Background: an optimization exercise with open tools, aiming at small area, a short achievable clock period and few clock cycles per item. Do not read the settings as production practice. Where RTL was checked, it was by simulation tests only, not by an equivalence proof against the original. No functional check of the RTL was part of runs 1 to 4. Power and IR drop assume default switching activity.

--- flow/flow/run.sh ---
#!/bin/bash
set -o pipefail
cat >> config.mk <<'CFG'
export SETUP_SLACK_MARGIN = 5.5
export BUFFER_PORTS_ARGS = -buffer_cell sky130_fd_sc_hd__buf_1
CFG
bash standard.sh > standard_run.log 2>&1
--- flow/standard.sh ---
#!/bin/bash
# synth_recipe.tcl (not shown) runs the flow's synth.tcl, then flattens the netlist and writes it again
# the make line also repeats each setting of config.mk as NAME=value (left out here)
make -C /OpenROAD-flow-scripts/flow DESIGN_CONFIG=/design/flow/config.mk WORK_HOME=/design/flow/orfs CLKGATE_MAP_FILE= SYNTH_SCRIPT=/design/flow/synth_recipe.tcl "${@:-finish}"
--- flow/config.mk ---
export PLATFORM = sky130hd
export DESIGN_NAME = dxt1_dxt5_block_decoder_core
export DESIGN_NICKNAME = dxt1_dxt5_block_decoder_core
export VERILOG_FILES = /design/flow/design.v
export SDC_FILE = /design/flow/constraint.sdc
export NUM_CORES = 4
export LEC_CHECK = 0
export ABC_AREA = 1
export CAP_MARGIN = 20
export CORE_MARGIN = 2
export CORE_UTILIZATION = 40
export CTS_CLUSTER_DIAMETER = 80
export CTS_CLUSTER_SIZE = 20
export SLEW_MARGIN = 20
export SETUP_SLACK_MARGIN = 5.5
export BUFFER_PORTS_ARGS = -buffer_cell sky130_fd_sc_hd__buf_1
--- flow/constraint.sdc ---
create_clock -name core_clock -period 9.0 [get_ports {i_clk}]
set_input_delay 1.8000 -clock core_clock [delete_from_list [all_inputs] [get_ports {i_clk}]]
set_output_delay 1.8000 -clock core_clock [all_outputs]
set_load 0.01 [all_outputs]
--- flow/design.v ---
`timescale 1ns / 1ps
package dxtdec_pkg;
    localparam int PIX_IDX_W = 24;
    localparam logic [1:0] CFG_IDX_FORMAT = 2'd0;
    localparam logic [1:0] CFG_IDX_WIDTH  = 2'd1;
    localparam logic [1:0] CFG_IDX_HEIGHT = 2'd2;
    typedef struct packed {
        logic        fmt_dxt5;
        logic [12:0] width;
        logic [12:0] height;
    } t_cfg;
    typedef struct packed {
        logic [3:0][31:0]          pal;
        logic [7:0][7:0]           apal;
        logic [31:0]               cidx;
        logic [47:0]               aidx;
        logic                      dxt5;
        logic [PIX_IDX_W-1:0]      base;
        logic [PIX_IDX_W-1:0]      step;
        logic                      last_img;
    } t_blk;
    typedef struct packed {
        logic full;
        logic empty;
    } t_q_stat;
endpackage
`timescale 1ns / 1ps
module dxt1_dxt5_block_decoder_core #(
    parameter int MAX_DIMENSION = 4096
) (
    input  logic         i_clk,
    input  logic         i_rst_n,
    input  logic         i_cfg_valid,
    output logic         o_cfg_ready,
    input  logic [1:0]   i_cfg_index,
    input  logic [12:0]  i_cfg_data,
    input  logic         s_axis_tvalid,
    output logic         s_axis_tready,
    input  logic [127:0] s_axis_tdata,    
    output logic         m_axis_tvalid,
    input  logic         m_axis_tready,
    output logic [55:0]  m_axis_tdata,    
    output logic         m_axis_tlast,
    output logic [0:0]   m_axis_tuser     
);
    localparam logic [1:0] AM_INTERP = 2'd0;
    localparam logic [1:0] AM_ZERO   = 2'd1;
    localparam logic [1:0] AM_FULL   = 2'd2;
    function automatic logic [9:0] blkdim1(input logic [12:0] v);
        if (v[12]) begin
            blkdim1 = 10'd1023;
        end else if (v[11:2] == 10'd0) begin
            blkdim1 = 10'd0;
        end else begin
            blkdim1 = v[11:2] - 10'd1;
        end
    endfunction
    function automatic logic [23:0] expand565(input logic [15:0] v);
        expand565 = {v[4:0], v[4:2], v[10:5], v[10:9], v[15:11], v[15:13]};
    endfunction
    function automatic logic [7:0] div3(input logic [9:0] n);
        logic [1:0] r;
        logic [3:0] t;
        logic [9:0] q;
        r = 2'd0;
        for (int i = 4; i >= 0; i--) begin
            t = st3({r, n[2*i +: 2]});
            q[2*i +: 2] = t[3:2];
            r = t[1:0];
        end
        div3 = q[7:0];
    endfunction
    function automatic logic [8:0] divmod57(input logic [7:0] d, input logic seven);
        logic [2:0] r7, r5;
        logic [4:0] s;
        logic [7:0] q7, q5;
        r7 = 3'd0;
        r5 = 3'd0;
        for (int i = 3; i >= 0; i--) begin
            s = st7({r7, d[2*i +: 2]});
            q7[2*i +: 2] = s[4:3];
            r7 = s[2:0];
            s = st5({r5, d[2*i +: 2]});
            q5[2*i +: 2] = s[4:3];
            r5 = s[2:0];
        end
        divmod57 = seven ? {q7[5:0], r7} : {q5[5:0], r5};
    endfunction
    function automatic logic [2:0] galpha(input logic [6:0] v);
        case (v)
            7'd0: galpha = 3'd0;
            7'd1: galpha = 3'd0;
            7'd2: galpha = 3'd0;
            7'd3: galpha = 3'd0;
            7'd4: galpha = 3'd0;
            7'd5: galpha = 3'd0;
            7'd6: galpha = 3'd0;
            7'd7: galpha = 3'd0;
            7'd8: galpha = 3'd0;
            7'd9: galpha = 3'd0;
            7'd10: galpha = 3'd0;
            7'd11: galpha = 3'd0;
            7'd12: galpha = 3'd0;
            7'd13: galpha = 3'd1;
            7'd14: galpha = 3'd1;
            7'd15: galpha = 3'd1;
            7'd16: galpha = 3'd1;
            7'd17: galpha = 3'd1;
            7'd18: galpha = 3'd1;
            7'd19: galpha = 3'd2;
            7'd20: galpha = 3'd2;
            7'd21: galpha = 3'd3;
            7'd22: galpha = 3'd3;
            7'd23: galpha = 3'd3;
            7'd24: galpha = 3'd1;
            7'd25: galpha = 3'd1;
            7'd26: galpha = 3'd2;
            7'd27: galpha = 3'd2;
            7'd28: galpha = 3'd3;
            7'd29: galpha = 3'd4;
            7'd30: galpha = 3'd4;
            7'd31: galpha = 3'd5;
            7'd32: galpha = 3'd0;
            7'd33: galpha = 3'd0;
            7'd34: galpha = 3'd1;
            7'd35: galpha = 3'd2;
            7'd36: galpha = 3'd3;
            7'd37: galpha = 3'd4;
            7'd38: galpha = 3'd4;
            7'd39: galpha = 3'd5;
            7'd40: galpha = 3'd0;
            7'd41: galpha = 3'd1;
            7'd42: galpha = 3'd2;
            7'd43: galpha = 3'd3;
            7'd44: galpha = 3'd4;
            7'd45: galpha = 3'd5;
            7'd46: galpha = 3'd6;
            7'd47: galpha = 3'd7;
            7'd48: galpha = 3'd1;
            7'd49: galpha = 3'd2;
            7'd50: galpha = 3'd3;
            7'd51: galpha = 3'd4;
            7'd52: galpha = 3'd5;
            7'd53: galpha = 3'd7;
            7'd54: galpha = 3'd0;
            7'd55: galpha = 3'd1;
            7'd56: galpha = 3'd1;
            7'd57: galpha = 3'd2;
            7'd58: galpha = 3'd3;
            7'd59: galpha = 3'd5;
            7'd60: galpha = 3'd6;
            7'd61: galpha = 3'd0;
            7'd62: galpha = 3'd1;
            7'd63: galpha = 3'd2;
            7'd64: galpha = 3'd0;
            7'd65: galpha = 3'd0;
            7'd66: galpha = 3'd0;
            7'd67: galpha = 3'd0;
            7'd68: galpha = 3'd0;
            7'd69: galpha = 3'd0;
            7'd70: galpha = 3'd0;
            7'd71: galpha = 3'd0;
            7'd72: galpha = 3'd0;
            7'd73: galpha = 3'd1;
            7'd74: galpha = 3'd1;
            7'd75: galpha = 3'd1;
            7'd76: galpha = 3'd1;
            7'd77: galpha = 3'd1;
            7'd78: galpha = 3'd1;
            7'd79: galpha = 3'd1;
            7'd80: galpha = 3'd1;
            7'd81: galpha = 3'd2;
            7'd82: galpha = 3'd2;
            7'd83: galpha = 3'd2;
            7'd84: galpha = 3'd3;
            7'd85: galpha = 3'd3;
            7'd86: galpha = 3'd3;
            7'd87: galpha = 3'd3;
            7'd88: galpha = 3'd1;
            7'd89: galpha = 3'd2;
            7'd90: galpha = 3'd2;
            7'd91: galpha = 3'd3;
            7'd92: galpha = 3'd3;
            7'd93: galpha = 3'd4;
            7'd94: galpha = 3'd4;
            7'd95: galpha = 3'd4;
            7'd96: galpha = 3'd0;
            7'd97: galpha = 3'd1;
            7'd98: galpha = 3'd2;
            7'd99: galpha = 3'd2;
            7'd100: galpha = 3'd3;
            7'd101: galpha = 3'd3;
            7'd102: galpha = 3'd4;
            7'd103: galpha = 3'd4;
            7'd104: galpha = 3'd0;
            7'd105: galpha = 3'd1;
            7'd106: galpha = 3'd2;
            7'd107: galpha = 3'd3;
            7'd108: galpha = 3'd3;
            7'd109: galpha = 3'd4;
            7'd110: galpha = 3'd5;
            7'd111: galpha = 3'd5;
            7'd112: galpha = 3'd1;
            7'd113: galpha = 3'd2;
            7'd114: galpha = 3'd3;
            7'd115: galpha = 3'd4;
            7'd116: galpha = 3'd5;
            7'd117: galpha = 3'd6;
            7'd118: galpha = 3'd7;
            7'd119: galpha = 3'd7;
            7'd120: galpha = 3'd1;
            7'd121: galpha = 3'd2;
            7'd122: galpha = 3'd3;
            7'd123: galpha = 3'd4;
            7'd124: galpha = 3'd5;
            7'd125: galpha = 3'd6;
            7'd126: galpha = 3'd7;
            7'd127: galpha = 3'd0;
            default: galpha = 3'd0;
        endcase
    endfunction
    function automatic logic [4:0] st7(input logic [4:0] v);
        case (v)
            5'd0: st7 = 5'd0;
            5'd1: st7 = 5'd1;
            5'd2: st7 = 5'd2;
            5'd3: st7 = 5'd3;
            5'd4: st7 = 5'd4;
            5'd5: st7 = 5'd5;
            5'd6: st7 = 5'd6;
            5'd7: st7 = 5'd8;
            5'd8: st7 = 5'd9;
            5'd9: st7 = 5'd10;
            5'd10: st7 = 5'd11;
            5'd11: st7 = 5'd12;
            5'd12: st7 = 5'd13;
            5'd13: st7 = 5'd14;
            5'd14: st7 = 5'd16;
            5'd15: st7 = 5'd17;
            5'd16: st7 = 5'd18;
            5'd17: st7 = 5'd19;
            5'd18: st7 = 5'd20;
            5'd19: st7 = 5'd21;
            5'd20: st7 = 5'd22;
            5'd21: st7 = 5'd24;
            5'd22: st7 = 5'd25;
            5'd23: st7 = 5'd26;
            5'd24: st7 = 5'd27;
            5'd25: st7 = 5'd28;
            5'd26: st7 = 5'd29;
            5'd27: st7 = 5'd30;
            5'd28: st7 = 5'd0;
            5'd29: st7 = 5'd0;
            5'd30: st7 = 5'd0;
            5'd31: st7 = 5'd0;
            default: st7 = 5'd0;
        endcase
    endfunction
    function automatic logic [4:0] st5(input logic [4:0] v);
        case (v)
            5'd0: st5 = 5'd0;
            5'd1: st5 = 5'd1;
            5'd2: st5 = 5'd2;
            5'd3: st5 = 5'd3;
            5'd4: st5 = 5'd4;
            5'd5: st5 = 5'd8;
            5'd6: st5 = 5'd9;
            5'd7: st5 = 5'd10;
            5'd8: st5 = 5'd11;
            5'd9: st5 = 5'd12;
            5'd10: st5 = 5'd16;
            5'd11: st5 = 5'd17;
            5'd12: st5 = 5'd18;
            5'd13: st5 = 5'd19;
            5'd14: st5 = 5'd20;
            5'd15: st5 = 5'd24;
            5'd16: st5 = 5'd25;
            5'd17: st5 = 5'd26;
            5'd18: st5 = 5'd27;
            5'd19: st5 = 5'd28;
            5'd20: st5 = 5'd0;
            5'd21: st5 = 5'd0;
            5'd22: st5 = 5'd0;
            5'd23: st5 = 5'd0;
            5'd24: st5 = 5'd0;
            5'd25: st5 = 5'd0;
            5'd26: st5 = 5'd0;
            5'd27: st5 = 5'd0;
            5'd28: st5 = 5'd0;
            5'd29: st5 = 5'd0;
            5'd30: st5 = 5'd0;
            5'd31: st5 = 5'd0;
            default: st5 = 5'd0;
        endcase
    endfunction
    function automatic logic [3:0] st3(input logic [3:0] v);
        case (v)
            4'd0: st3 = 4'd0;
            4'd1: st3 = 4'd1;
            4'd2: st3 = 4'd2;
            4'd3: st3 = 4'd4;
            4'd4: st3 = 4'd5;
            4'd5: st3 = 4'd6;
            4'd6: st3 = 4'd8;
            4'd7: st3 = 4'd9;
            4'd8: st3 = 4'd10;
            4'd9: st3 = 4'd12;
            4'd10: st3 = 4'd13;
            4'd11: st3 = 4'd14;
            4'd12: st3 = 4'd0;
            4'd13: st3 = 4'd0;
            4'd14: st3 = 4'd0;
            4'd15: st3 = 4'd0;
            default: st3 = 4'd0;
        endcase
    endfunction
    logic        r_fmt;
    logic [9:0]  r_bw, r_bh;        
    assign o_cfg_ready = 1'b1;
    always_ff @(posedge i_clk) begin
        if (!i_rst_n) begin
            r_fmt <= 1'b0;
            r_bw  <= 10'd0;
            r_bh  <= 10'd0;
        end else if (i_cfg_valid) begin
            if (i_cfg_index == 2'd0) r_fmt <= i_cfg_data[0];
            if (i_cfg_index == 2'd1) r_bw  <= blkdim1(i_cfg_data);
            if (i_cfg_index == 2'd2) r_bh  <= blkdim1(i_cfg_data);
        end
    end
    logic [9:0]   r_col, r_row;
    logic [21:0]  r_bb;            
    logic         r_busy;          
    logic [3:0]   r_it;
    logic         r_rdy;           
    logic         r_bv;            
    logic [63:0]  r_lo;            
    logic [31:0]  r_hidx;          
    logic [31:0]  r_chdr;          
    logic         r_bfour;         
    logic         r_bfmt;
    logic [9:0]   r_bbw;           
    logic         r_lc, r_lr;
    logic [7:0]   r_bad;           
    logic         r_bseven;        
    logic [3:0]   r_k;             
    logic [1:0]   r_nci;           
    logic [2:0]   r_nai;           
    logic         r_cv;
    logic [29:0]  r_cn;            
    logic         r_cfour;
    logic [2:0]   r_cj;            
    logic [1:0]   r_cam;           
    logic         r_pseven;
    logic [7:0]   r_pa0;           
    logic [5:0]   r_pq;
    logic [2:0]   r_pr;
    logic         r_ov;
    logic [31:0]  r_rgba;
    logic [21:0]  r_idx;
    logic [3:0]   r_ok;            
    logic         r_blast;         
    logic         r_olast, r_ouser;
    logic [1:0]   r_oklo;          
    logic         r_upd;           
    logic w_acc, w_go, w_sel, w_first, w_pend, w_wwrite, w_bset, w_step, w_nrow, w_upd;
    logic w_bv_n, w_busy_n;
    logic [21:0] w_aug, w_add, w_sum;
    logic [11:0] w_rm;
    logic [10:0] w_col1, w_row1;
    logic        w_cin;
    logic [22:0] w_sum23, w_idx23;
    assign w_acc    = s_axis_tvalid && r_rdy;
    assign w_go     = r_cv && (!r_ov || m_axis_tready);
    assign w_sel    = r_bv && (!r_cv || w_go);
    assign w_first  = w_go && (r_ok == 4'd0);
    assign w_upd    = r_upd;
    assign w_pend   = (r_bv && r_k == 4'd0) || (r_cv && r_ok == 4'd0) || r_upd;
    assign w_wwrite = i_cfg_valid && (i_cfg_index == 2'd1);
    assign w_nrow   = w_upd && r_lc && !r_lr;
    assign w_bset   = (w_wwrite && ((r_row != 10'd0) || r_bv || r_cv || r_upd || w_acc)) || w_nrow;
    assign w_step   = r_busy && !w_pend;
    assign w_col1 = {1'b0, r_col} + 11'd1;
    assign w_row1 = {1'b0, r_row} + 11'd1;
    assign w_rm  = {r_row, 2'b00};
    always_comb begin
        if (!r_busy) begin
            w_aug = r_bb;
            w_add = 22'd0;
            w_cin = 1'b1;
        end else if (r_it == 4'd12) begin
            w_aug = r_bb;
            w_add = 22'(r_col);
            w_cin = 1'b0;
        end else begin
            w_aug = (r_it == 4'd0) ? 22'd0 : {r_bb[20:0], 1'b0};
            w_cin = w_rm[4'd11 - r_it];
            w_add = w_cin ? 22'(r_bw) : 22'd0;
        end
    end
    assign w_sum23 = {w_aug, 1'b1} + {w_add, w_cin};
    assign w_sum   = w_sum23[22:1];
    assign w_bv_n   = w_acc ? 1'b1 : (w_sel && r_k == 4'd15) ? 1'b0 : r_bv;
    assign w_busy_n = w_bset ? 1'b1 : (w_step && r_it == 4'd12) ? 1'b0 : r_busy;
    always_ff @(posedge i_clk) begin
        if (!i_rst_n) begin
            r_col  <= 10'd0;
            r_row  <= 10'd0;
            r_bb   <= 22'd0;
            r_busy <= 1'b0;
            r_it   <= 4'd0;
            r_rdy  <= 1'b1;
            r_bv   <= 1'b0;
            r_k    <= 4'd0;
            r_cv   <= 1'b0;
            r_ok   <= 4'd0;
            r_ov   <= 1'b0;
            r_upd  <= 1'b0;
        end else begin
            r_upd  <= w_first;
            r_bv   <= w_bv_n;
            r_busy <= w_busy_n;
            r_rdy  <= !w_bv_n && !w_busy_n;
            if (w_sel) r_k <= r_k + 4'd1;
            r_cv <= w_sel || (r_cv && !w_go);
            if (w_go) r_ok <= r_ok + 4'd1;
            r_ov <= w_go || (r_ov && !m_axis_tready);
            if (w_bset) begin
                r_it <= 4'd0;
            end else if (w_step) begin
                r_it <= r_it + 4'd1;
                r_bb <= w_sum;
            end
            if (w_upd) begin
                if (r_lc) begin
                    r_col <= 10'd0;
                    if (r_lr) begin
                        r_row <= 10'd0;
                        r_bb  <= 22'd0;
                    end else begin
                        r_row <= w_row1[9:0];
                    end
                end else begin
                    r_col <= w_col1[9:0];
                    if (!r_busy) r_bb <= w_sum;
                end
            end
        end
    end
    logic [7:0]  w_ia0, w_ia1;
    logic [31:0] w_ihdr;
    assign w_ihdr = r_fmt ? s_axis_tdata[95:64] : s_axis_tdata[31:0];
    assign w_ia0 = s_axis_tdata[7:0];
    assign w_ia1 = s_axis_tdata[15:8];
    always_ff @(posedge i_clk) begin
        if (r_rdy) begin
            r_lo     <= s_axis_tdata[63:0];
            r_hidx   <= s_axis_tdata[127:96];
            r_chdr   <= w_ihdr;
            r_bfour  <= r_fmt || (w_ihdr[15:0] > w_ihdr[31:16]);
            r_bfmt   <= r_fmt;
            r_bbw    <= r_bw;
            r_lc     <= (r_col >= r_bw);
            r_lr     <= (r_row >= r_bh);
            r_bseven <= (w_ia0 > w_ia1);
            r_bad    <= (w_ia0 > w_ia1) ? (w_ia0 - w_ia1) : (w_ia1 - w_ia0);
        end
    end
    logic [3:0] w_k1;
    assign w_k1 = r_k + 4'd1;
    always_ff @(posedge i_clk) begin
        if (r_rdy) begin
            r_nci <= r_fmt ? s_axis_tdata[97:96] : s_axis_tdata[33:32];
            r_nai <= s_axis_tdata[18:16];
        end else if (w_sel) begin
            r_nci <= r_bfmt ? r_hidx[2 * w_k1 +: 2] : r_lo[32 + 2 * w_k1 +: 2];
            r_nai <= r_lo[16 + 3 * w_k1 +: 3];
        end
    end
    logic [15:0] w_c0, w_c1;
    logic [23:0] w_e0, w_e1;
    logic [1:0]  w_ci;
    logic [2:0]  w_ai;
    logic        w_four, w_zero, w_sx, w_sy;
    logic [7:0]  w_ex, w_ey;
    logic [29:0] w_n;
    logic [2:0]  w_j;
    logic [1:0]  w_am;
    always_comb begin
        w_c0   = r_chdr[15:0];
        w_c1   = r_chdr[31:16];
        w_e0   = expand565(w_c0);
        w_e1   = expand565(w_c1);
        w_ci   = r_nci;
        w_ai   = r_nai;
        w_four = r_bfour;
        w_zero = !w_four && (w_ci == 2'd3);
        w_sx   = w_ci[0];
        w_sy   = w_ci[0] ^ w_ci[1];
        for (int ch = 0; ch < 3; ch++) begin
            w_ex = w_sx ? w_e1[ch*8 +: 8] : w_e0[ch*8 +: 8];
            w_ey = w_sy ? w_e1[ch*8 +: 8] : w_e0[ch*8 +: 8];
            if (w_zero) begin
                w_n[ch*10 +: 10] = 10'd0;
            end else if (w_four) begin
                w_n[ch*10 +: 10] = {1'b0, w_ex, 1'b0} + {2'b00, w_ey};
            end else begin
                w_n[ch*10 +: 10] = {2'b00, w_ex} + {2'b00, w_ey};
            end
        end
        case (w_ai)
            3'd0:    w_j = 3'd0;
            3'd1:    w_j = r_bseven ? 3'd7 : 3'd5;
            default: w_j = w_ai - 3'd1;
        endcase
        if (!r_bfmt) begin
            w_am = w_zero ? AM_ZERO : AM_FULL;
        end else if (!r_bseven && w_ai == 3'd6) begin
            w_am = AM_ZERO;
        end else if (!r_bseven && w_ai == 3'd7) begin
            w_am = AM_FULL;
        end else begin
            w_am = AM_INTERP;
        end
    end
    logic [8:0] w_qr;
    assign w_qr = divmod57(r_bad, r_bseven);
    always_ff @(posedge i_clk) begin
        if (w_sel) begin
            r_cn    <= w_n;
            r_cfour <= w_four;
            r_cj    <= w_j;
            r_cam   <= w_am;
            if (r_k == 4'd0) begin
                r_pseven <= r_bseven;
                r_pa0    <= r_bseven ? ~r_lo[7:0] : r_lo[7:0];
                r_pq     <= w_qr[8:3];
                r_pr     <= w_qr[2:0];
            end
        end
    end
    logic [23:0] w_rgb;
    logic [2:0]  w_g;
    logic [7:0]  w_z, w_alpha, w_p0, w_p2, w_s1, w_s2;
    logic [8:0]  w_y1, w_y2;
    always_comb begin
        for (int ch = 0; ch < 3; ch++) begin
            w_rgb[ch*8 +: 8] = r_cfour ? div3(r_cn[ch*10 +: 10]) : r_cn[ch*10+1 +: 8];
        end
        w_g = galpha({r_pseven, r_cj, r_pr});
        case (r_cj[2:1])
            2'b00:   w_p2 = 8'd0;
            2'b11:   w_p2 = 8'({r_pq, 3'b000});
            default: w_p2 = 8'({r_pq, 2'b00});
        endcase
        case (r_cj[1:0])
            2'b00:   w_p0 = 8'd0;
            2'b01:   w_p0 = 8'(r_pq);
            2'b10:   w_p0 = ~(8'({r_pq, 1'b0}));
            default: w_p0 = ~(8'(r_pq));
        endcase
        w_s1 = r_pa0 ^ w_p0 ^ w_p2;
        w_y1 = {(r_pa0 & w_p0) | (r_pa0 & w_p2) | (w_p0 & w_p2), 1'b0};
        w_s2 = w_s1 ^ w_y1[7:0] ^ 8'(w_g);
        w_y2 = {(w_s1 & w_y1[7:0]) | (w_s1 & 8'(w_g)) | (w_y1[7:0] & 8'(w_g)), 1'b0};
        w_z  = w_s2 + w_y2[7:0];
        case (r_cam)
            AM_ZERO: w_alpha = 8'd0;
            AM_FULL: w_alpha = 8'd255;
            default: w_alpha = r_pseven ? ~w_z : w_z;
        endcase
    end
    assign w_idx23 = {r_idx, 1'b1} + {12'd0, r_bbw, 1'b1};
    always_ff @(posedge i_clk) begin
        if (w_go) begin
            r_rgba  <= {w_alpha, w_rgb};
            r_olast <= (r_ok == 4'd15);
            r_ouser <= (r_ok == 4'd15) && r_blast;
            r_oklo  <= r_ok[1:0];
            if (r_ok == 4'd0) begin
                r_idx   <= r_bb;
                r_blast <= r_lc && r_lr;
            end else if (r_ok[1:0] == 2'd0) begin
                r_idx <= w_idx23[22:1];
            end
        end
    end
    assign s_axis_tready = r_rdy;
    assign m_axis_tvalid = r_ov;
    assign m_axis_tdata  = {r_idx, r_oklo, r_rgba};
    assign m_axis_tlast  = r_olast;
    assign m_axis_tuser  = r_ouser;
endmodule
==> results of run 1 <==
## power groups by stage
stage	registers [mW]	clock network (mW)	logic (mW)
floorplan	2.16	0	2.20
global placement	2.21	0	2.78
detailed placement	2.22	0	2.84
CTS	2.16	1.31	2.91
global route	2.19	1.36	3.45
finish	2.16	1.27	3.01
## registers in the layout (all words and copies together) (netlist names), 6 cells and up
| register | cells |
|---|---|
| r_lo | 56 |
| r_bbw | 10 |
| r_col | 10 |
| r_chdr | 32 |
| r_bw | 10 |
| r_bb | 22 |
| r_cn | 30 |
| r_idx | 22 |
| r_hidx | 32 |
| r_rgba | 32 |
| r_bh | 10 |
| r_bad | 8 |
| r_pa0 | 8 |
| r_pq | 6 |
| r_row | 10 |
## tightest hold or removal path, cell delays in order, from the launching register on
cell	delay, ps
dfxtp_1	330
nand2_1	60
a21oi_1	60
## routing by layer
metal,routed length (um),track usage,vias to the layer above
met2,28600,0.334,552
met5,13,0,-
met3,3250,0.0285,92
met4,1800,0.0602,2
met1,30100,0.294,9581
li1,-,-,10300
## repair_timing
| action | CTS | global route |
|---|---|---|
| gates resized for setup | 15 | 46 |
| endpoints found under the hold margin | 0 | 0 |
| hold buffers | 0 | 0 |
| endpoints found under the setup margin | 48 | 64 |
| setup buffers | 10 | 19 |
| pin swaps | 0 | 8 |
| cloned | 1 | 1 |
## cell type report
| class | count | area [um2] |
|---|---|---|
| fill | 5759 | 31500 |
| multi-input combinational | 2097 | 12200 |
| sequential | 342 | 9460 |
| inverter | 405 | 1560 |
| timing repair buffer | 250 | 1130 |
| tap | 765 | 957 |
| clock buffer | 33 | 719 |
| clock inverter | 17 | 189 |
| timing repair inverter | 2 | 12.5 |
| antenna | 3 | 7.51 |
## worst max-delay path by stage
stage,end,start,slack [ps]
floorplan,s_axis_tready,r_rdy$_SDFF_PN1_,5200
global placement,r_bad[7]$_DFFE_PP_,s_axis_tdata[0],4700
detailed placement,r_bad[7]$_DFFE_PP_,s_axis_tdata[0],4720
CTS,r_rgba[29]$_DFFE_PP_,r_pr[0]$_DFFE_PP_,5410
global route,r_rgba[29]$_DFFE_PP_,r_pr[0]$_DFFE_PP_,5370
finish,r_bfour$_DFFE_PP_,s_axis_tdata[2],5500
## cell families (layout without fill, tap and decap cells)
kind of cell | Yosys count | after routing | synth area share
other | 1 | 4 | 0.000161
AOI/OAI and AO/OA | 695 | 695 | 0.165
muxes | 1 | 1 | 0.000430
adders and majority gates | 209 | 209 | 0.118
buffers and inverters | 483 | 707 | 0.0805
and+or+nand+nor | 1131 | 1131 | 0.207
xor gates and xnor gates | 60 | 60 | 0.0229
DFF | 342 | 342 | 0.406
## Yosys cell counts (11+ instances only)
| cell | number |
|---|---|
| nor3_1 | 18 |
| o21ai_0 | 324 |
| nor2_1 | 211 |
| dfxtp_1 | 81 |
| o221ai_1 | 12 |
| inv_2 | 11 |
| inv_1 | 385 |
| xnor2_1 | 24 |
| a21oi_1 | 214 |
| o21ai_1 | 18 |
| nand3_1 | 197 |
| ha_1 | 191 |
| a31oi_1 | 16 |
| o22ai_1 | 30 |
| nand4_1 | 12 |
| o211ai_1 | 18 |
| or2_2 | 33 |
| nand2_1 | 607 |
| clkbuf_1 | 63 |
| edfxtp_1 | 261 |
| xor2_1 | 35 |
| fa_1 | 18 |
| a211oi_1 | 11 |
| nor2_2 | 11 |
## per-stage QoR
| step | hold slack [ps] | total power, mW |
|---|---|---|
| 5_1_grt | 502 | 7.00 |
| 4_1_cts | 492 | 6.38 |
| 3_3_place_gp | 479 | 4.99 |
| 3_5_place_dp | 479 | 5.06 |
| 2_1_floorplan | 424 | 4.36 |
| 6_report | 492 | 6.45 |
==> run summary, run 1 <==
status=no timing/DRC/antenna violations; I/O Buffers=206; Crit path max-delay family=compound AO/OA/AOI/OAI gates; commonest non-fill, non-tap cell in the layout=nand2_1; mean post-synth cell area=7.97 um2; hold path cells=2; maximum VDD drop=0.164 mV; crit path max fanout=3; RSZ-0062 raised after global routing=yes; CP max stage cell=o21ai_0; # IOs=209; capture point of the worst reg-to-reg path=r_rgba[29]$_DFFE_PP_; switch share=0.425; Area contributors post-synth=edfxtp_1, ha_1, nand2_1, dfxtp_1, o21ai_0; Site Rows=88; vias=20500; Yosys warning count=1; CTS sink count=342; Seq pwr share=0.335; DR vias/cell=5.25; GRT Util Overall=0.209; Placer Congestion=0.896; WHS Endpoint=r_bb[5]$_SDFF_PN0_; startpoint types=primary input; logic gate share of total power=0.468; worst reg2reg path startpoint=r_pr[0]$_DFFE_PP_; Arr. time, crit path=3860 ps; most frequent cells in the layout=nand2_1, inv_1, o21ai_0; Final Skew=48.9 ps; syn nets=3279; PwrDens=246 mW/mm2; largest net degree at the start of global routing=83; total CTS buffers=27; ANT nets after route=0; register area share after synthesis=0.406; worst skew pair latency=620 ps; die height=245 um; top cell type by total area after synthesis=edfxtp_1; Post-synth EDFFs=261; top-area cell type share of the netlist area=0.336; synthesized cell area=0.0233 mm2; DIE AREA=0.0602 mm2; CP Data Required Time=9370 ps; CTS max path bufs=3; share of cells above drive strength 1=0.0696; Synth Register Bits=342; Synth async-reset ratio=0; Achievable Freq=286 MHz; Synth-to-Final Area Change=12.4%; critical path type=in -> reg; clock transition at the registers of the reported paths=90 ps; Worst path depth=12; number of global-route vias before repair=19300; Layout Nets=3482; Final period util=0.389; Hold Startpoint=r_bb[5]$_SDFF_PN0_; Buf/Inv on CP=3; Max-Cap Viols=0; Fin Setup TNS=0 ps; Worst Max-Slew Pin Slew=1040 ps; crit-path cells=buf_1, inv_1, o21ai_0, ha_1, nand2_1, inv_1, a221oi_1, o21ai_0, nand3_1, o2111ai_1, nand2_1, nand2_1; final core utilization=0.454; final hold vios=0; post-synthesis cell type count=61; Starting DRT DRC Count=1463; antenna violations before repair=4; Die W=245 um; first-pass GRT wire length=102000 um; Reg2Reg Depth=16; R2R Setup Slk=5510 ps; CP max stage delay=630 ps; leakage power of the design=11.1 nW; Psw=2.74 mW; Final Critical Period=3500 ps; class of the worst hold path=reg -> reg; cell area after layout=0.0262 mm2; dpl hpwl=48200 um; drt drc=0; most frequent CP cell=nand2_1; Root Driver=clkbuf_16; starting density of the core=0.404; Placed Area=0.0249 mm2; clock power share=0.197; placed cell count=3830; cell internal pwr=3.71 mW; Max-slew headroom=0.306; Syn Inst Count=2922; DR WL/cell=16.3 um; first drt pass iteration count=5; Final Max Slew Viols=0; Worst Setup End Kind=flip-flop; Setup WS post-layout=5500 ps; H-tree levels=1; Overflow after GRT=0; Core Area=0.0577 mm2; WL final=63800 um; Non-Filler Instances=3914; CTS tree=built; final setup fails=0; top_reg_cell synth=edfxtp_1; DP Worst Slack=4720 ps
==> inputs of run 2 (changes only) <==
--- a/flow/design.v
+++ b/flow/design.v
@@ -457,7 +457,7 @@
             r_lo     <= s_axis_tdata[63:0];
             r_hidx   <= s_axis_tdata[127:96];
             r_chdr   <= w_ihdr;
-            r_bfour  <= r_fmt || (w_ihdr[15:0] > w_ihdr[31:16]);
+            r_bfour  <= r_fmt || (s_axis_tdata[15:0] > s_axis_tdata[31:16]);   
             r_bfmt   <= r_fmt;
             r_bbw    <= r_bw;
             r_lc     <= (r_col >= r_bw);
==> run summary, run 2 <==
Synth async-reset ratio=0; class of the worst hold path=reg -> reg; Worst Max-Slew Pin Slew=1040 ps; Die W=247 um; logic gate share of total power=0.472; Psw=2.72 mW; main combinational cell family by area after synthesis=simple AND/OR/NAND/NOR gates; total CTS buffers=26; Seq pwr share=0.337; Final Skew=36.5 ps; Max-Cap Viols=0; first drt pass iteration count=6; status=no timing/DRC/antenna violations; Final period util=0.380; Max-slew headroom=0.308; final setup fails=0; GRT met1 Usage=0.300; Post-synth EDFFs=261; Final Critical Period=3420 ps; Starting DRT DRC Count=1363; Synth Register Bits=342; clock power share=0.191; PwrDens=243 mW/mm2; drt drc=0; final hold vios=0; WHS Endpoint=r_bbw[2]$_DFFE_PP_; Layout Nets=3501; cell internal pwr=3.69 mW; number of global-route vias before repair=19700; fillers=5795; switch share=0.424; post-synthesis cell type count=64; startpoint types=flip-flop; mean post-synth cell area=8.00 um2; die height=247 um; post-synthesis simple-gate area fraction=0.208; crit path max fanout=4; cell area after layout=0.0264 mm2; DR WL/cell=16.8 um; R2R Setup Slk=5580 ps; share of cells above drive strength 1=0.0847; Final Max Slew Viols=0; syn nets=3298; number of diodes=0; Site Rows=88; DP Worst Slack=4730 ps; Setup WS post-layout=5580 ps; CTS max path bufs=3; Syn Inst Count=2941; worst reg2reg path startpoint=r_cj[1]$_DFFE_PP_; starting density of the core=0.406; synthesized cell area=0.0235 mm2; ANT nets after route=0; Core Area=0.0579 mm2; Reg area=0.00947 mm2; Area contributors post-synth=edfxtp_1, ha_1, nand2_1, dfxtp_1, o21ai_0; DIE AREA=0.0608 mm2; Adder-Cell Fraction of Synth Area=0.117; xor/xnor share of the synthesized area=0.0238; Placer Congestion=0.894; CTS sink count=342; GR peak layer=met2; commonest non-fill, non-tap cell in the layout=nand2_1; I/O Buffers=206; Post-synth top cells=nand2_1, inv_1, o21ai_0; critical path type=reg -> reg; placed cell count=3839; Multi-input gate area=0.0123 mm2; Achievable Freq=292 MHz; Compound-Gate Fraction of Synth Area=0.164; # IOs=209; register with the most flip-flops=r_lo; RSZ-0062 raised after global routing=yes; maximum VDD drop=0.183 mV; CTS tree=built; Fin Setup TNS=0 ps; number of flip-flops in the largest register=56; antenna violations before repair=3; CP Data Required Time=9390 ps; H-tree levels=1; Synth-to-Final Area Change=12.2%; register area share after synthesis=0.402; post-synthesis mux area share=0.000851; dpl hpwl=50200 um; worst skew pair latency=600 ps; Reg2Reg Depth=16; grt met3 use=0.0294; DR vias/cell=5.27; Overflow after GRT=0; Root Driver=clkbuf_16; top-area cell type share of the netlist area=0.333; Non-Filler Instances=3929; most frequent cells in the layout=nand2_1, inv_1, o21ai_0; top cell type by total area after synthesis=edfxtp_1; Arr. time, crit path=3810 ps; Placed Area=0.0250 mm2; most common cell in the synthesized netlist=nand2_1; hold path cells=0; Fin Hold WS=487 ps; GRT Util Overall=0.213; Hold Startpoint=r_bw[2]$_SDFFE_PN0P_; GRT met2 Usage=0.346; vias=20700; clock transition at the registers of the reported paths=80 ps; first-pass GRT wire length=104000 um; Worst Setup End Kind=flip-flop; leakage power of the design=11.2 nW; largest net degree at the start of global routing=83; Yosys warning count=1; WL final=66100 um; top_reg_cell synth=edfxtp_1; capture point of the worst reg-to-reg path=r_rgba[30]$_DFFE_PP_
run 2: critical path: stages, from the launching register on:
cell      delay (ps)
edfxtp_1         510
buf_4            190
nand2_1           50
o21ai_0           60
o21ai_1          110
fa_1             500
inv_1             50
fa_1             470
ha_4             280
a21oi_1          150
inv_1             80
a31oi_2          170
nor2_1            80
nor2_1           100
nor2_1            60
o21a_1           170
o31ai_2          210
run 2: area by class of cell:
class / instances / share of cell area
tap: 765 / 0.0362
sequential: 342 / 0.358
timing repair inverter: 1 / 0.000284
timing repair buffer: 259 / 0.0454
inverter: 424 / 0.0614
multi-input combinational: 2090 / 0.465
clock inverter: 15 / 0.00564
clock buffer: 33 / 0.0276
run 2: metrics by stage:
stage / total power [mW] / utilization
2_1_floorplan: 4.38 / -
3_3_place_gp: 4.97 / 0.431
3_5_place_dp: 5.05 / 0.431
4_1_cts: 6.32 / 0.449
5_1_grt: 6.97 / 0.456
6_report: 6.41 / 0.456
run 2: routing by layer:
layer | up-vias | wire, um
li1 | 10400 | -
met1 | 9701 | 31600
met2 | 536 | 29700
met3 | 89 | 3240
met4 | 6 | 1530
met5 | - | 40
run 2: power by group through the flow:
| stage | logic (mW) | clock network, mW | registers, mW |
|---|---|---|---|
| 2_1_floorplan | 2.22 | 0 | 2.16 |
| 3_3_place_gp | 2.75 | 0 | 2.22 |
| 3_5_place_dp | 2.82 | 0 | 2.23 |
| 4_1_cts | 2.89 | 1.26 | 2.17 |
| 5_1_grt | 3.47 | 1.31 | 2.19 |
| 6_report | 3.03 | 1.22 | 2.16 |
run 2: timing repair:
| action | in CTS | in global routing |
|---|---|---|
| cloned | 0 | 1 |
| setup endpoints to repair | 33 | 41 |
| resized for setup | 11 | 56 |
| hold buffers | 0 | 0 |
| setup buffers | 17 | 23 |
| pin swaps | 0 | 22 |
run 2: worst max path at each step:
| stage | endpoint | cells past startpoint | slack, ps | start |
|---|---|---|---|---|
| final | r_rgba[30]$_DFFE_PP_ | 16 | 5580 | r_cj[1]$_DFFE_PP_ |
| after global routing | r_rgba[30]$_DFFE_PP_ | 15 | 5290 | r_cj[1]$_DFFE_PP_ |
| after CTS | r_rgba[29]$_DFFE_PP_ | 14 | 5500 | r_cj[1]$_DFFE_PP_ |
| after detailed placement | r_cn[27]$_SDFFCE_PP0P_ | 11 | 4730 | r_nci[0]$_DFFE_PP_ |
| after global placement | r_cn[27]$_SDFFCE_PP0P_ | 11 | 4810 | r_nci[0]$_DFFE_PP_ |
| after floorplan | r_pa0[0]$_DFFE_PP_ | 4 | 5500 | m_axis_tready |
run 2: cell families (layout without fill, tap and decap cells):
group                      count (synthesis)  after routing
and+or+nand+nor                         1125           1125
AOI/OAI and AO/OA                        689            689
buffers and inverters                    509            732
DFF                                      342            342
adders and majority gates                209            209
xor gates and xnor gates                  64             64
muxes                                      2              2
other                                      1              1
==> inputs of run 3 (changes only) <==
--- a/flow/design.v
+++ b/flow/design.v
@@ -86,139 +86,6 @@
         end
         divmod57 = seven ? {q7[5:0], r7} : {q5[5:0], r5};
     endfunction
-    function automatic logic [2:0] galpha(input logic [6:0] v);
-        case (v)
-            7'd0: galpha = 3'd0;
-            7'd1: galpha = 3'd0;
-            7'd2: galpha = 3'd0;
-            7'd3: galpha = 3'd0;
-            7'd4: galpha = 3'd0;
-            7'd5: galpha = 3'd0;
-            7'd6: galpha = 3'd0;
-            7'd7: galpha = 3'd0;
-            7'd8: galpha = 3'd0;
-            7'd9: galpha = 3'd0;
-            7'd10: galpha = 3'd0;
-            7'd11: galpha = 3'd0;
-            7'd12: galpha = 3'd0;
-            7'd13: galpha = 3'd1;
-            7'd14: galpha = 3'd1;
-            7'd15: galpha = 3'd1;
-            7'd16: galpha = 3'd1;
-            7'd17: galpha = 3'd1;
-            7'd18: galpha = 3'd1;
-            7'd19: galpha = 3'd2;
-            7'd20: galpha = 3'd2;
-            7'd21: galpha = 3'd3;
-            7'd22: galpha = 3'd3;
-            7'd23: galpha = 3'd3;
-            7'd24: galpha = 3'd1;
-            7'd25: galpha = 3'd1;
-            7'd26: galpha = 3'd2;
-            7'd27: galpha = 3'd2;
-            7'd28: galpha = 3'd3;
-            7'd29: galpha = 3'd4;
-            7'd30: galpha = 3'd4;
-            7'd31: galpha = 3'd5;
-            7'd32: galpha = 3'd0;
-            7'd33: galpha = 3'd0;
-            7'd34: galpha = 3'd1;
-            7'd35: galpha = 3'd2;
-            7'd36: galpha = 3'd3;
-            7'd37: galpha = 3'd4;
-            7'd38: galpha = 3'd4;
-            7'd39: galpha = 3'd5;
-            7'd40: galpha = 3'd0;
-            7'd41: galpha = 3'd1;
-            7'd42: galpha = 3'd2;
-            7'd43: galpha = 3'd3;
-            7'd44: galpha = 3'd4;
-            7'd45: galpha = 3'd5;
-            7'd46: galpha = 3'd6;
-            7'd47: galpha = 3'd7;
-            7'd48: galpha = 3'd1;
-            7'd49: galpha = 3'd2;
-            7'd50: galpha = 3'd3;
-            7'd51: galpha = 3'd4;
-            7'd52: galpha = 3'd5;
-            7'd53: galpha = 3'd7;
-            7'd54: galpha = 3'd0;
-            7'd55: galpha = 3'd1;
-            7'd56: galpha = 3'd1;
-            7'd57: galpha = 3'd2;
-            7'd58: galpha = 3'd3;
-            7'd59: galpha = 3'd5;
-            7'd60: galpha = 3'd6;
-            7'd61: galpha = 3'd0;
-            7'd62: galpha = 3'd1;
-            7'd63: galpha = 3'd2;
-            7'd64: galpha = 3'd0;
-            7'd65: galpha = 3'd0;
-            7'd66: galpha = 3'd0;
-            7'd67: galpha = 3'd0;
-            7'd68: galpha = 3'd0;
-            7'd69: galpha = 3'd0;
-            7'd70: galpha = 3'd0;
-            7'd71: galpha = 3'd0;
-            7'd72: galpha = 3'd0;
-            7'd73: galpha = 3'd1;
-            7'd74: galpha = 3'd1;
-            7'd75: galpha = 3'd1;
-            7'd76: galpha = 3'd1;
-            7'd77: galpha = 3'd1;
-            7'd78: galpha = 3'd1;
-            7'd79: galpha = 3'd1;
-            7'd80: galpha = 3'd1;
-            7'd81: galpha = 3'd2;
-            7'd82: galpha = 3'd2;
-            7'd83: galpha = 3'd2;
-            7'd84: galpha = 3'd3;
-            7'd85: galpha = 3'd3;
-            7'd86: galpha = 3'd3;
-            7'd87: galpha = 3'd3;
-            7'd88: galpha = 3'd1;
-            7'd89: galpha = 3'd2;
-            7'd90: galpha = 3'd2;
-            7'd91: galpha = 3'd3;
-            7'd92: galpha = 3'd3;
-            7'd93: galpha = 3'd4;
-            7'd94: galpha = 3'd4;
-            7'd95: galpha = 3'd4;
-            7'd96: galpha = 3'd0;
-            7'd97: galpha = 3'd1;
-            7'd98: galpha = 3'd2;
-            7'd99: galpha = 3'd2;
-            7'd100: galpha = 3'd3;
-            7'd101: galpha = 3'd3;
-            7'd102: galpha = 3'd4;
-            7'd103: galpha = 3'd4;
-            7'd104: galpha = 3'd0;
-            7'd105: galpha = 3'd1;
-            7'd106: galpha = 3'd2;
-            7'd107: galpha = 3'd3;
-            7'd108: galpha = 3'd3;
-            7'd109: galpha = 3'd4;
-            7'd110: galpha = 3'd5;
-            7'd111: galpha = 3'd5;
-            7'd112: galpha = 3'd1;
-            7'd113: galpha = 3'd2;
-            7'd114: galpha = 3'd3;
-            7'd115: galpha = 3'd4;
-            7'd116: galpha = 3'd5;
-            7'd117: galpha = 3'd6;
-            7'd118: galpha = 3'd7;
-            7'd119: galpha = 3'd7;
-            7'd120: galpha = 3'd1;
-            7'd121: galpha = 3'd2;
-            7'd122: galpha = 3'd3;
-            7'd123: galpha = 3'd4;
-            7'd124: galpha = 3'd5;
-            7'd125: galpha = 3'd6;
-            7'd126: galpha = 3'd7;
-            7'd127: galpha = 3'd0;
-            default: galpha = 3'd0;
-        endcase
-    endfunction
     function automatic logic [4:0] st7(input logic [4:0] v);
         case (v)
             5'd0: st7 = 5'd0;
@@ -354,7 +221,7 @@
     logic         r_pseven;
     logic [7:0]   r_pa0;           
     logic [5:0]   r_pq;
-    logic [2:0]   r_pr;
+    logic [5:0]   r_pf;            
     logic         r_ov;
     logic [31:0]  r_rgba;
     logic [21:0]  r_idx;
@@ -524,6 +391,28 @@
         end
     end
     logic [8:0] w_qr;
+    logic [5:0] w_f;
+    always_comb begin
+        if (r_bseven) begin
+            case (w_qr[2:0])         
+                3'd1:    w_f = 6'd9;
+                3'd2:    w_f = 6'd18;
+                3'd3:    w_f = 6'd27;
+                3'd4:    w_f = 6'd36;
+                3'd5:    w_f = 6'd45;
+                3'd6:    w_f = 6'd54;
+                default: w_f = 6'd0;
+            endcase
+        end else begin
+            case (w_qr[2:0])         
+                3'd1:    w_f = 6'd13;
+                3'd2:    w_f = 6'd26;
+                3'd3:    w_f = 6'd39;
+                3'd4:    w_f = 6'd52;
+                default: w_f = 6'd0;
+            endcase
+        end
+    end
     assign w_qr = divmod57(r_bad, r_bseven);
     always_ff @(posedge i_clk) begin
         if (w_sel) begin
@@ -535,35 +424,36 @@
                 r_pseven <= r_bseven;
                 r_pa0    <= r_bseven ? ~r_lo[7:0] : r_lo[7:0];
                 r_pq     <= w_qr[8:3];
-                r_pr     <= w_qr[2:0];
+                r_pf     <= w_f;
             end
         end
     end
     logic [23:0] w_rgb;
-    logic [2:0]  w_g;
-    logic [7:0]  w_z, w_alpha, w_p0, w_p2, w_s1, w_s2;
-    logic [8:0]  w_y1, w_y2;
+    logic [7:0]  w_z, w_alpha;
+    logic [11:0] w_qq;
+    logic [13:0] w_a, w_p0, w_p2, w_s1;
+    logic [14:0] w_y1, w_z15;
     always_comb begin
         for (int ch = 0; ch < 3; ch++) begin
             w_rgb[ch*8 +: 8] = r_cfour ? div3(r_cn[ch*10 +: 10]) : r_cn[ch*10+1 +: 8];
         end
-        w_g = galpha({r_pseven, r_cj, r_pr});
+        w_qq = {r_pq, r_pf};
+        w_a  = {r_pa0, {6{r_pseven}}};
         case (r_cj[2:1])
-            2'b00:   w_p2 = 8'd0;
-            2'b11:   w_p2 = 8'({r_pq, 3'b000});
-            default: w_p2 = 8'({r_pq, 2'b00});
+            2'b00:   w_p2 = 14'd0;
+            2'b11:   w_p2 = 14'({w_qq, 3'b000});
+            default: w_p2 = 14'({w_qq, 2'b00});
         endcase
         case (r_cj[1:0])
-            2'b00:   w_p0 = 8'd0;
-            2'b01:   w_p0 = 8'(r_pq);
-            2'b10:   w_p0 = ~(8'({r_pq, 1'b0}));
-            default: w_p0 = ~(8'(r_pq));
+            2'b00:   w_p0 = 14'd0;
+            2'b01:   w_p0 = 14'(w_qq);
+            2'b10:   w_p0 = ~(14'({w_qq, 1'b0}));
+            default: w_p0 = ~(14'(w_qq));
         endcase
-        w_s1 = r_pa0 ^ w_p0 ^ w_p2;
-        w_y1 = {(r_pa0 & w_p0) | (r_pa0 & w_p2) | (w_p0 & w_p2), 1'b0};
-        w_s2 = w_s1 ^ w_y1[7:0] ^ 8'(w_g);
-        w_y2 = {(w_s1 & w_y1[7:0]) | (w_s1 & 8'(w_g)) | (w_y1[7:0] & 8'(w_g)), 1'b0};
-        w_z  = w_s2 + w_y2[7:0];
+        w_s1  = w_a ^ w_p0 ^ w_p2;
+        w_y1  = {(w_a & w_p0) | (w_a & w_p2) | (w_p0 & w_p2), 1'b0};
+        w_z15 = {w_s1, 1'b1} + {w_y1[13:0], r_cj[1]};
+        w_z   = w_z15[14:7];
         case (r_cam)
             AM_ZERO: w_alpha = 8'd0;
             AM_FULL: w_alpha = 8'd255;
==> run summary, run 3 <==
Site Rows=88; Worst Max-Slew Pin Slew=1140 ps; maximum VDD drop=0.158 mV; top-area cell type share of the netlist area=0.338; CTS sink count=345; dpl hpwl=50100 um; critical path type=reg -> reg; Setup WS post-layout=5610 ps; syn nets=3259; I/O Buffers=206; worst reg2reg path startpoint=r_nci[0]$_DFFE_PP_; Max-slew headroom=0.243; drt drc=0; Final period util=0.376; Synth-to-Final Area Change=13.8%; DIE AREA=0.0606 mm2; Post-synth top cells=nand2_1, inv_1, o21ai_0; Fin Hold WS=482 ps; Worst Setup End Kind=flip-flop; register area share after synthesis=0.407; antenna violations before repair=4; H-tree levels=1; number of global-route vias before repair=19200; largest net degree at the start of global routing=66; Hold Startpoint=r_bb[3]$_SDFF_PN0_; Die W=246 um; first-pass GRT wire length=103000 um; Final Critical Period=3390 ps; clock transition at the registers of the reported paths=90 ps; Post-synth EDFFs=264; Achievable Freq=295 MHz; Placer Congestion=0.898; Pwr Total=6.76 mW; ANT nets after route=0; final hold vios=0; # IOs=209; number of flip-flops in the largest register=56; Final Max Slew Viols=0; Area contributors post-synth=edfxtp_1, ha_1, nand2_1, dfxtp_1, inv_1; top cell type by total area after synthesis=edfxtp_1; Core Area=0.0578 mm2; register with the most flip-flops=r_lo; Layout Nets=3458; Overflow after GRT=0; PwrDens=253 mW/mm2; crit path max fanout=33; Synth async-reset ratio=0; share of cells above drive strength 1=0.0892; vias=20500; mean post-synth cell area=8.07 um2; die height=246 um; most common cell in the synthesized netlist=nand2_1; Fin Setup TNS=0 ps; Synth Register Bits=345; GRT Util Overall=0.214; total CTS buffers=29; Syn Inst Count=2906; CP startpoint=r_nci[0]$_DFFE_PP_; commonest non-fill, non-tap cell in the layout=nand2_1; Yosys warning count=1; Root Driver=clkbuf_16; post-synthesis cell type count=63; startpoint types=flip-flop; CTS max path bufs=3; top_reg_cell synth=edfxtp_1; Starting DRT DRC Count=1496; RSZ-0062 raised after global routing=yes; most frequent cells in the layout=nand2_1, inv_1, o21ai_0; Arr. time, crit path=3710 ps; final setup fails=0; synthesized cell area=0.0235 mm2; class of the worst hold path=reg -> reg; worst skew pair latency=620 ps; starting density of the core=0.406; Final Skew=43.7 ps; DR vias/cell=5.25; DR WL/cell=16.9 um; Max-Cap Viols=0; CTS tree=built; WL final=65900 um; status=no timing/DRC/antenna violations; leakage power of the design=11.3 nW; first drt pass iteration count=5; DP Worst Slack=4640 ps; CP Data Required Time=9330 ps
## run 3: changes by cell type after synthesis, sizes merged, moves of 5 or more
cell | before | now
nand3 | 206 | 161
o21ai | 346 | 325
nand2 | 618 | 602
nand4 | 22 | 12
nor3 | 24 | 34
a22oi | 1 | 10
clkbuf | 65 | 58
ha | 191 | 184
clkinv | 7 | 13
xor2 | 41 | 47
a21oi | 212 | 217
inv | 417 | 422
## run 3: worst max-delay path, cell delays in order (launching register included)
cell and delay [ps]:
edfxtp_1 430, buf_8 200, ha_4 400, nand2_1 70, o21ai_1 160, ha_1 250, inv_1 90, fa_1 460
o31ai_2 340, inv_1 70, nor2_1 120, o21ai_0 100, nand2_1 70, inv_1 50, nor2_1 80, inv_1 60
nand3_1 60, a21oi_1 100
## run 3: routing by layer
metal	share of wire	vias up	global-route usage
met1	0.47	9531	0.309
met4	0.020	2	0.0492
li1	-	10200	-
met3	0.064	76	0.0273
met2	0.45	632	0.339
met5	0.00029	-	0
## run 3: kinds of logic (layout without fill, tap and decap cells)
logic type                 count (synthesis)  count (layout)  share of synthesized area
buffers and inverters                    514             736                     0.0840
muxes                                      3               3                    0.00128
DFF                                      345             345                      0.407
other                                      1               4                   0.000160
AOI/OAI and AO/OA                        696             696                      0.166
and+or+nand+nor                         1070            1070                      0.199
xor gates and xnor gates                  72              72                     0.0269
adders and majority gates                205             205                      0.116
## run 3: cell type report
cell class | instances | area [um2]
Multi-Input combinational cell | 2047 | 12300
Clock buffer | 33 | 741
Antenna cell | 3 | 7.51
Clock inverter | 21 | 234
Timing Repair Buffer | 247 | 1170
Fill cell | 5653 | 31100
Inverter | 435 | 1680
Sequential cell | 345 | 9570
Tap cell | 765 | 957
## run 3: path summary, 6_finish.rpt
path | slack (ps) | to | depth (start not counted)
setup / recovery | 5610 | r_cn[17]$_SDFFCE_PP0P_ | 17
hold / removal | 480 | r_bb[3]$_SDFF_PN0_ | 2
setup reg to reg | 5610 | r_cn[17]$_SDFFCE_PP0P_ | 17
hold reg to reg | 480 | r_bb[3]$_SDFF_PN0_ | 2
## run 3: what timing repair did
item / 4_1_cts / 5_1_grt
endpoints found under the hold margin: 0 / 0
gates cloned: 0 / 1
setup endpoints to repair: 51 / 49
buffers inserted: 9 / 15
pin swaps: 2 / 27
gates resized for setup: 29 / 98
hold buffers: 0 / 0
## run 3: stage by stage
| stage | utilization | instance area [um2] | std cells |
|---|---|---|---|
| after CTS | 0.453 | 26200 | 3877 |
| after global placement | 0.433 | 25000 | 3814 |
| after global routing | 0.462 | 26700 | 3896 |
| after floorplan | - | 23500 | 2906 |
| after detailed placement | 0.433 | 25000 | 3814 |
| final | 0.462 | 26700 | 3896 |
## run 3: power breakdown
part / switching [mW] / internal (mW)
Combinational: 2.05 / 1.19
Clock: 0.689 / 0.632
Sequential: 0.172 / 2.03
==> inputs of run 4 (changes only) <==
==> flow/flow/run.sh (replaced) <==
#!/bin/bash
set -o pipefail
cat >> config.mk <<'CFG'
export SETUP_SLACK_MARGIN = 5.8
export BUFFER_PORTS_ARGS = -buffer_cell sky130_fd_sc_hd__buf_1
CFG
bash standard.sh > standard_run.log 2>&1
--- a/flow/config.mk
+++ b/flow/config.mk
@@ -12,5 +12,5 @@
 export CTS_CLUSTER_DIAMETER = 80
 export CTS_CLUSTER_SIZE = 20
 export SLEW_MARGIN = 20
-export SETUP_SLACK_MARGIN = 5.5
+export SETUP_SLACK_MARGIN = 5.8
 export BUFFER_PORTS_ARGS = -buffer_cell sky130_fd_sc_hd__buf_1
==> run summary, run 4 <==
Final period util=0.377; Buf/Inv on CP=3; syn nets=3259; H-tree levels=1; starting density of the core=0.406; top-area cell type share of the netlist area=0.338; clock transition at the registers of the reported paths=90 ps; GRT met2 Usage=0.357; Core Area=0.0578 mm2; number of flip-flops in the largest register=56; WHS Endpoint=r_bb[3]$_SDFF_PN0_; worst skew pair latency=600 ps; synthesized cell area=0.0235 mm2; Reg2Reg Depth=18; Final Skew=31.7 ps; Fin Setup TNS=0 ps; most frequent cells in the layout=nand2_1, inv_1, edfxtp_1; share of cells above drive strength 1=0.135; CTS sink count=345; cell area after layout=0.0278 mm2; Root Driver=clkbuf_16; capture point of the worst reg-to-reg path=r_rgba[31]$_DFFE_PP_; commonest non-fill, non-tap cell in the layout=nand2_1; Worst Setup End Kind=flip-flop; Post-synth EDFFs=264; GRT met1 Usage=0.303; Reg area=0.00957 mm2; PwrDens=256 mW/mm2; CTS tree=built; Final Critical Period=3390 ps; Yosys warning count=1; GR peak layer=met2; Arr. time, crit path=3730 ps; Syn Inst Count=2906; CP max stage cell=edfxtp_1; Post-synth top cells=nand2_1, inv_1, o21ai_0; Hold Startpoint=r_bb[3]$_SDFF_PN0_; Achievable Freq=295 MHz; grt met3 use=0.0319; Worst Max-Slew Pin Slew=1100 ps; Placed Area=0.0251 mm2; hold buffer count at cts=0; antenna violations before repair=8; Synth-to-Final Area Change=18.4%; DIE AREA=0.0606 mm2; first-pass GRT wire length=106000 um; hold path cells=2; RSZ-0062 raised after global routing=yes; final hold vios=0; fillers=5498; Site Rows=88; total CTS buffers=26; Synth Register Bits=345; ANT nets after route=0; Die W=246 um; CP Data Required Time=9340 ps; largest net degree at the start of global routing=66; mean post-synth cell area=8.07 um2; Layout Nets=3510; register area share after synthesis=0.407; crit-path cells=ha_4, buf_12, buf_16, a22oi_2, fa_1, inv_2, ha_4, nand2_2, nor2_4, nand3_1, o2111ai_2, a21o_1, nand2_2, a21boi_2, nor2_1, nand2_1, nand3_1, nand2_1; Non-Filler Instances=3944; worst reg2reg path startpoint=r_cj[1]$_DFFE_PP_; GRT Util Overall=0.218; Overflow after GRT=0; WL final=68400 um; top_reg_cell synth=edfxtp_1; CTS max path bufs=3; Max-slew headroom=0.264; leakage power of the design=11.8 nW; CP max stage delay=520 ps; R2R Setup Slk=5610 ps; dpl hpwl=50300 um; placed cell count=3815; Multi-input gate area=0.0129 mm2; post-synthesis cell type count=63; crit path max fanout=4; Max-Cap Viols=0; # IOs=209; Synth async-reset ratio=0; register with the most flip-flops=r_lo; Final Max Slew Viols=0; top cell type by total area after synthesis=edfxtp_1; first drt pass iteration count=6; Crit path max-delay family=adder cells; critical path type=reg -> reg; most common cell in the synthesized netlist=nand2_1; drt drc=0; Area contributors post-synth=edfxtp_1, ha_1, nand2_1, dfxtp_1, inv_1; final setup fails=0; I/O Buffers=206; Starting DRT DRC Count=1400; vias=20900; DR vias/cell=5.29; status=no timing/DRC/antenna violations; Placer Congestion=0.898; number of global-route vias before repair=19800; class of the worst hold path=reg -> reg; die height=246 um; startpoint types=flip-flop; maximum VDD drop=0.163 mV; DR WL/cell=17.3 um
-- run 4: changes by cell type in the layout (fill, tap and decap cells not counted), sizes merged --
cell and delta:
buf +49, clkinvlp -4, inv -4, bufbuf +3
bufinv +2, clkbuf +1, nand2 +1
-- run 4: layout make-up --
class                   count  area share
multi-input cells        2048       0.463
flip-flops and latches    345       0.345
repair buffers            300      0.0645
inverters                 435      0.0607
well taps                 765      0.0345
clock buffers              33      0.0255
clock inverters            14     0.00667
repair inverters            1    0.000270
diodes                      3    0.000270
-- run 4: cells by family after synthesis --
family,count (synthesis),synth area share
flops,345,0.407
mux,3,0.00128
compound gates,696,0.166
fa+ha+maj,205,0.116
buf+inv,514,0.0840
simple gates,1070,0.199
other cells,1,0.000160
xor+xnor,72,0.0269
-- run 4: worst max-delay path by stage --
| stage | startpoint | end | slack, ps | cells past startpoint |
|---|---|---|---|---|
| after CTS | r_cj[1]$_DFFE_PP_ | r_rgba[30]$_DFFE_PP_ | 5640 | 18 |
| after global routing | r_cj[1]$_DFFE_PP_ | r_rgba[30]$_DFFE_PP_ | 5470 | 18 |
| after detailed placement | i_cfg_index[0] | r_bb[13]$_SDFF_PN0_ | 4590 | 11 |
| after global placement | i_cfg_index[0] | r_bb[13]$_SDFF_PN0_ | 4620 | 11 |
| final | r_cj[1]$_DFFE_PP_ | r_rgba[31]$_DFFE_PP_ | 5610 | 18 |
| after floorplan | s_axis_tdata[0] | r_bad[7]$_DFFE_PP_ | 5440 | 11 |
-- run 4: metrics by stage --
| step | setup slack, ps | hold slack (ps) | total power, mW | util |
|---|---|---|---|---|
| 4_1_cts | 5640 | 474 | 6.82 | 0.466 |
| 3_3_place_gp | 4620 | 454 | 5.11 | 0.434 |
| 5_1_grt | 5470 | 515 | 7.67 | 0.481 |
| 6_report | 5610 | 478 | 7.12 | 0.481 |
| 3_5_place_dp | 4590 | 460 | 5.22 | 0.434 |
| 2_1_floorplan | 5440 | 424 | 4.49 | - |
-- run 4: per-layer routing --
metal	routed length, um	share of wire	vias to the layer above
li1	-	-	10300
met1	31100	0.46	9775
met2	31200	0.46	641
met3	4390	0.064	99
met4	1590	0.023	10
met5	69	0.0010	-
-- run 4: power by group --
group / internal, mW / total, mW / switching [mW]
Sequential: 2.02 / 2.19 / 0.166
Combinational: 1.42 / 3.66 / 2.23
Clock: 0.627 / 1.28 / 0.649
-- run 4: worst reg2reg max path: stages (launching register included) --
cell,delay (ps)
edfxtp_1,520
ha_4,330
buf_12,130
buf_16,120
a22oi_2,190
fa_1,460
inv_2,90
ha_4,210
nand2_2,100
nor2_4,50
nand3_1,90
o2111ai_2,130
a21o_1,230
nand2_2,90
a21boi_2,60
nor2_1,130
nand2_1,70
nand3_1,90
nand2_1,60
-- run 4: repair_timing --
action | CTS | global route
resized for setup | 140 | 178
pin swaps | 29 | 52
endpoints found under the setup margin | 67 | 68
buffers inserted | 45 | 27
gates cloned | 5 | 2
==> inputs of run 5 (changes only) <==
--- a/flow/design.v
+++ b/flow/design.v
@@ -55,6 +55,9 @@
             blkdim1 = v[11:2] - 10'd1;
         end
     endfunction
+    function automatic logic [1:0] sxy(input logic [1:0] c);
+        sxy = {c[0] ^ c[1], c[0]};
+    endfunction
     function automatic logic [23:0] expand565(input logic [15:0] v);
         expand565 = {v[4:0], v[4:2], v[10:5], v[10:9], v[15:11], v[15:13]};
     endfunction
@@ -337,10 +340,10 @@
     assign w_k1 = r_k + 4'd1;
     always_ff @(posedge i_clk) begin
         if (r_rdy) begin
-            r_nci <= r_fmt ? s_axis_tdata[97:96] : s_axis_tdata[33:32];
+            r_nci <= sxy(r_fmt ? s_axis_tdata[97:96] : s_axis_tdata[33:32]);
             r_nai <= s_axis_tdata[18:16];
         end else if (w_sel) begin
-            r_nci <= r_bfmt ? r_hidx[2 * w_k1 +: 2] : r_lo[32 + 2 * w_k1 +: 2];
+            r_nci <= sxy(r_bfmt ? r_hidx[2 * w_k1 +: 2] : r_lo[32 + 2 * w_k1 +: 2]);
             r_nai <= r_lo[16 + 3 * w_k1 +: 3];
         end
     end
@@ -358,12 +361,12 @@
         w_c1   = r_chdr[31:16];
         w_e0   = expand565(w_c0);
         w_e1   = expand565(w_c1);
-        w_ci   = r_nci;
+        w_ci   = {r_nci[1] ^ r_nci[0], r_nci[0]};
         w_ai   = r_nai;
         w_four = r_bfour;
-        w_zero = !w_four && (w_ci == 2'd3);
-        w_sx   = w_ci[0];
-        w_sy   = w_ci[0] ^ w_ci[1];
+        w_sx   = r_nci[0];
+        w_sy   = r_nci[1];
+        w_zero = !w_four && w_sx && !w_sy;       
         for (int ch = 0; ch < 3; ch++) begin
             w_ex = w_sx ? w_e1[ch*8 +: 8] : w_e0[ch*8 +: 8];
             w_ey = w_sy ? w_e1[ch*8 +: 8] : w_e0[ch*8 +: 8];
==> flow/flow/run.sh (replaced) <==
#!/bin/bash
set -o pipefail
cat >> config.mk <<'CFG'
export SETUP_SLACK_MARGIN = 5.5
export BUFFER_PORTS_ARGS = -buffer_cell sky130_fd_sc_hd__buf_1
CFG
bash standard.sh > standard_run.log 2>&1
--- a/flow/config.mk
+++ b/flow/config.mk
@@ -12,5 +12,5 @@
 export CTS_CLUSTER_DIAMETER = 80
 export CTS_CLUSTER_SIZE = 20
 export SLEW_MARGIN = 20
-export SETUP_SLACK_MARGIN = 5.8
+export SETUP_SLACK_MARGIN = 5.5
 export BUFFER_PORTS_ARGS = -buffer_cell sky130_fd_sc_hd__buf_1
==> run summary, run 5 <==
dpl hpwl=49900 um; DP Worst Slack=4270 ps; total CTS buffers=28; status=no timing/DRC/antenna violations; Die W=246 um; hold path cells=2; top-area cell type share of the netlist area=0.339; syn nets=3241; Fin Setup TNS=0 ps; antenna violations before repair=9; most frequent cells in the layout=nand2_1, inv_1, o21ai_0; I/O Buffers=206; first-pass GRT wire length=104000 um; Worst Max-Slew Pin Slew=1010 ps; Reg2Reg Depth=17; Post-synth top cells=nand2_1, inv_1, o21ai_0; Worst Setup End Kind=flip-flop; leakage power of the design=11.2 nW; Layout Nets=3436; Starting DRT DRC Count=1695; most frequent CP cell=nor2_1; # IOs=209; CP max stage cell=ha_2; final hold vios=0; Final Max Slew Viols=0; drt drc=0; WL final=66100 um; RSZ-0062 raised after global routing=yes; Achievable Freq=292 MHz; Overflow after GRT=0; Root Driver=clkbuf_16; Site Rows=88; GRT Util Overall=0.214; Buf/Inv on CP=2; ANT nets after route=0; crit-path cells=buf_2, inv_1, ha_2, nand2_1, nor2_1, nand4_1, nand2_2, mux2i_1, nor2_1, nor4_1, nor2_1; Synth Register Bits=345; post-synthesis cell type count=61; Yosys warning count=1; register with the most flip-flops=r_lo; vias=20500; first drt pass iteration count=6; worst reg2reg path startpoint=r_cj[1]$_DFFE_PP_; number of global-route vias before repair=19500; Arr. time, crit path=3760 ps; Final period util=0.380; Placer Congestion=0.929; Post-synth EDFFs=264; synthesized cell area=0.0234 mm2; Synth async-reset ratio=0; DR vias/cell=5.29; number of flip-flops in the largest register=56; final core utilization=0.458; Setup WS post-layout=5580 ps; clock transition at the registers of the reported paths=80 ps; Non-Filler Instances=3877; Max-Cap Viols=0; Core Area=0.0578 mm2; Hold Startpoint=r_bb[19]$_SDFF_PN0_; Synth-to-Final Area Change=13.2%; mean post-synth cell area=8.10 um2; startpoint types=primary input; worst skew pair latency=610 ps; CTS tree=built; WHS Endpoint=r_bb[19]$_SDFF_PN0_; Area contributors post-synth=edfxtp_1, ha_1, nand2_1, dfxtp_1, inv_1; commonest non-fill, non-tap cell in the layout=nand2_1; DIE AREA=0.0605 mm2; CTS max path bufs=3; critical path type=in -> reg; CTS sink count=345
-- run 5: kinds of logic (layout without fill, tap and decap cells) --
| kind of cell | count (synthesis) | after routing | synth area share |
|---|---|---|---|
| simple gates | 1074 | 1075 | 0.201 |
| compound gates | 691 | 691 | 0.166 |
| buf+inv | 507 | 723 | 0.0831 |
| flops | 345 | 345 | 0.408 |
| fa+ha+maj | 204 | 204 | 0.116 |
| xor+xnor | 62 | 62 | 0.0232 |
| mux | 5 | 5 | 0.00219 |
| other cells | 1 | 7 | 0.000160 |
-- run 5: worst max path at each step --
stage / endpoint / depth (start not counted) / slack [ps]
after floorplan: r_bad[5]$_DFFE_PP_ / 11 / 5370
after global placement: r_bb[16]$_SDFF_PN0_ / 12 / 4280
after detailed placement: r_bb[16]$_SDFF_PN0_ / 13 / 4270
after CTS: r_rgba[29]$_DFFE_PP_ / 17 / 5500
after global routing: r_rgba[29]$_DFFE_PP_ / 17 / 5470
final: r_bad[6]$_DFFE_PP_ / 11 / 5580
-- run 5: stage by stage --
stage / cell area, um2 / hold slack (ps)
floorplan: 23500 / 424
global placement: 25000 / 472
detailed placement: 25000 / 473
CTS: 26100 / 494
global route: 26500 / 514
finish: 26500 / 491
-- run 5: timing repair --
action,in CTS,in global routing
pin swaps,2,17
cloned,1,4
endpoints found under the setup margin,33,31
buffers inserted,9,11
resized for setup,31,69
-- run 5: layout make-up --
cell class,instances,area [um2]
fill,5695,31300
multi-input combinational,2038,12300
sequential,345,9560
inverter,423,1630
timing repair buffer,245,1100
tap,765,957
clock buffer,34,764
clock inverter,18,190
timing repair inverter,3,17.5
antenna,6,15.0
-- run 5: worst min-delay path: stages, from the launching register on --
cell and delay (ps):
dfxtp_1 330, nand2_1 60, a21oi_1 50
-- run 5: report_power, final --
group	total (mW)	leakage [nW]	switching (mW)	internal, mW
clock	1.31	0.467	0.673	0.640
combinational	2.89	7.50	1.85	1.04
sequential	2.15	3.25	0.144	2.01
-- run 5: metal layers --
metal,vias up,wire (um),track usage
met5,-,30,0
met1,9617,31000,0.303
li1,10200,-,-
met3,94,3980,0.0313
met4,6,2000,0.0649
met2,582,29200,0.338
Testbench counts of run 5, summed over its fixed seeds: cycles 17,440, items 16,384.

Setup slack of run 5, layout unchanged: 5.578 ns with ideal ports, 5.589 ns with driving cells assumed (clock clkbuf_16, inputs buf_2), 4.939 ns with port delays also shifted by the 0.649 ns mid clock arrival.
